What follows belongs to an exercise in optimizing a design on an open flow for small area and a short achievable clock period; a production flow would make more cautious choices.
In this exercise RTL edits were held to simulation tests only and were not proved equivalent to the original.
Power is estimated from default activity; no workload was simulated.

// pixel_engine
module pixel_engine (
    input  logic                         pixel_clk,
    input  logic                         reset,
    input  pixel_engine_pkg::coord_t     draw_x,
    input  pixel_engine_pkg::coord_t     draw_y,
    input  logic                         video_on,
    input  pixel_engine_pkg::text_cell_t char_code,
    input  logic [7:0]                   font_row,
    input  logic                         psel,
    input  logic                         penable,
    input  logic                         pwrite,
    input  logic [8-1:0]       paddr,
    input  logic [32-1:0]       pwdata,
    output logic [32-1:0]       prdata,
    output logic                         pready,
    output logic                         pslverr,
    output pixel_engine_pkg::rgb_t       rgb
);
For scale: roughly 2800 cells after synthesis, roughly 690 flip-flops, ~150 I/O pins.
export LEC_CHECK = 0
export CAP_MARGIN = 20
export CORE_MARGIN = 2
export CORE_UTILIZATION = 50
export CTS_CLUSTER_DIAMETER = 100
export CTS_CLUSTER_SIZE = 24
export PLACE_DENSITY = 0.65
export SETUP_SLACK_MARGIN = 3.8
export SLEW_MARGIN = 20
export TNS_END_PERCENT = 100
create_clock -name core_clock -period 10.0 [get_ports {pixel_clk}]
standard.sh (not shown) runs the stock make flow with config.mk's settings and CLKGATE_MAP_FILE= SYNTH_SCRIPT=/design/flow/synth_recipe.tcl, a recipe that flattens the netlist after the stock synthesis.
==> flow/flow/run.sh <==
#!/bin/bash
# The standard layout (standard.sh), with plain buffers on the ports in place
# of the delay-cell buffers ORFS picks by default. The make output goes to
# standard.log; ORFS keeps each step's log under orfs/logs.
set -euo pipefail
export BUFFER_PORTS_ARGS="-buffer_cell sky130_fd_sc_hd__buf_2"
bash standard.sh > standard.log 2>&1
The baseline finished clean.
Change:
==> flow/run.sh (new file) <==
#!/bin/bash
# synth_recipe.tcl (not shown) runs the flow's synth.tcl, then flattens the netlist and writes it again
# the make line also repeats each setting of config.mk as NAME=value (left out here)
make -C /OpenROAD-flow-scripts/flow DESIGN_CONFIG=/design/flow/config.mk WORK_HOME=/design/flow/orfs CLKGATE_MAP_FILE= SYNTH_SCRIPT=/design/flow/synth_recipe.tcl finish
--- a/flow/config.mk
+++ b/flow/config.mk
@@ -9,6 +9,3 @@
 export CORE_MARGIN = 2
-export CORE_UTILIZATION = 50
-export CTS_CLUSTER_DIAMETER = 100
-export CTS_CLUSTER_SIZE = 24
-export PLACE_DENSITY = 0.65
+export CORE_UTILIZATION = 40
 export SETUP_SLACK_MARGIN = 3.8
removed: flow/flow/run.sh
removed: flow/standard.sh
Effect: The new run passed the timing, DRC and antenna checks. Wire length rose by 4.9%. Utilization fell by 7.5 points. Worst setup slack improved by 0.033 ns.
Change:
==> flow/flow/run.sh (new file) <==
#!/bin/bash
# The standard layout (standard.sh), with plain buffers on the ports in place
# of the delay-cell buffers ORFS picks by default, and clock tree synthesis
# without dummy loads. The make output goes to standard.log; ORFS keeps each
# step's log under orfs/logs.
set -euo pipefail
export BUFFER_PORTS_ARGS="-buffer_cell sky130_fd_sc_hd__buf_1"
export CTS_ARGS="-sink_clustering_enable -repair_clock_nets -sink_clustering_size 28 -sink_clustering_max_diameter 120 -dont_use_dummy_load"
bash standard.sh > standard.log 2>&1
==> flow/standard.sh (new file) <==
#!/bin/bash
# synth_recipe.tcl (not shown) runs the flow's synth.tcl, then flattens the netlist and writes it again
# the make line also repeats each setting of config.mk as NAME=value (left out here)
make -C /OpenROAD-flow-scripts/flow DESIGN_CONFIG=/design/flow/config.mk WORK_HOME=/design/flow/orfs CLKGATE_MAP_FILE= SYNTH_SCRIPT=/design/flow/synth_recipe.tcl "${@:-finish}"
--- a/flow/config.mk
+++ b/flow/config.mk
@@ -9,4 +9,6 @@
 export CORE_MARGIN = 2
-export CORE_UTILIZATION = 40
-export SETUP_SLACK_MARGIN = 3.8
+export CORE_UTILIZATION = 50
+export GPL_ROUTABILITY_DRIVEN = 0
+export PLACE_DENSITY = 0.65
+export SETUP_SLACK_MARGIN = 3.9
 export SLEW_MARGIN = 20
removed: flow/run.sh
The new run finished with timing, DRC and antenna clean.
Utilization went up by 7.0 points.
Combinational power went down by about 9%.
Routed wire length went down by 9.0%.
Change:
==> flow/flow/run.sh (replaced) <==
#!/bin/bash
# The standard layout (standard.sh), with plain buffers on the ports in place
# of the delay-cell buffers ORFS picks by default. The make output goes to
# standard.log; ORFS keeps each step's log under orfs/logs.
set -euo pipefail
export BUFFER_PORTS_ARGS="-buffer_cell sky130_fd_sc_hd__buf_2"
bash standard.sh > standard.log 2>&1
--- a/flow/config.mk
+++ b/flow/config.mk
@@ -9,6 +9,7 @@
 export CORE_MARGIN = 2
-export CORE_UTILIZATION = 50
-export GPL_ROUTABILITY_DRIVEN = 0
-export PLACE_DENSITY = 0.65
-export SETUP_SLACK_MARGIN = 3.9
+export CORE_UTILIZATION = 40
+export CTS_BUF_LIST = sky130_fd_sc_hd__clkbuf_8
+export CTS_CLUSTER_DIAMETER = 60
+export CTS_CLUSTER_SIZE = 12
+export SETUP_SLACK_MARGIN = 3.8
 export SLEW_MARGIN = 20
Result: Non-clock buffer count went down by 9; area after synthesis is unchanged; total power went up by 13%; fmax went down by 0.91%; global-route usage went down by 5.3 points.
Change:
==> flow/run.sh (new file) <==
#!/bin/bash
# synth_recipe.tcl (not shown) runs the flow's synth.tcl, then flattens the netlist and writes it again
# the make line also repeats each setting of config.mk as NAME=value (left out here)
make -C /OpenROAD-flow-scripts/flow DESIGN_CONFIG=/design/flow/config.mk WORK_HOME=/design/flow/orfs CLKGATE_MAP_FILE= SYNTH_SCRIPT=/design/flow/synth_recipe.tcl finish
--- a/flow/config.mk
+++ b/flow/config.mk
@@ -10,6 +10,5 @@
 export CORE_UTILIZATION = 40
-export CTS_BUF_LIST = sky130_fd_sc_hd__clkbuf_8
-export CTS_CLUSTER_DIAMETER = 60
-export CTS_CLUSTER_SIZE = 12
-export SETUP_SLACK_MARGIN = 3.8
+export CTS_CLUSTER_DIAMETER = 100
+export CTS_CLUSTER_SIZE = 24
+export SETUP_SLACK_MARGIN = 4.1
 export SLEW_MARGIN = 20
removed: flow/flow/run.sh
removed: flow/standard.sh
Hold slack is about the same.
Via count grows by a few percent.
Synthesized area stays the same.

[afterwards: timing with drivers on the ports]
No port has a modelled driver above. Below, the same layouts with a new extraction and two added sets of constraints. Step 1 (the two cells are an assumption about what drives the block):
set clk [get_ports {pixel_clk}]
set_driving_cell -lib_cell sky130_fd_sc_hd__clkbuf_16 $clk
set_driving_cell -lib_cell sky130_fd_sc_hd__buf_2 [delete_from_list [all_inputs] $clk]
Step 2, shift: input delay + t, output delay - t, t = (earliest + latest rising clock arrival at the registers) / 2. This alone moves slack from input paths to output paths. Three values: ideal, step 1, step 2; two values: the first two.
| run | t, ns | slack for setup (ns) | worst setup path at the end | worst data-port slew with drivers (ns) |
|---|---|---|---|---|
| the first run | 0.677 | 3.768 / 3.746 / 3.133 | input to register | 0.15 |
| the second run | 0.724 | 3.801 / 3.784 / 3.122 | input to register | 0.06 |
| the third run | 0.725 | 3.865 / 3.828 / 3.214 | input to register | 0.15 |
| the fourth run | 0.811 | 3.808 / 3.778 / 3.084 | input to register | 0.07 |
| the fifth run | 0.691 | 3.948 / 3.859 / 3.410 | input to register | 0.12 |
After both steps setup and hold are still met in every run listed. For the fourth run, which loses most, drivers alone change the setup slack by -0.030 ns; drivers and shift together by -0.724 ns.
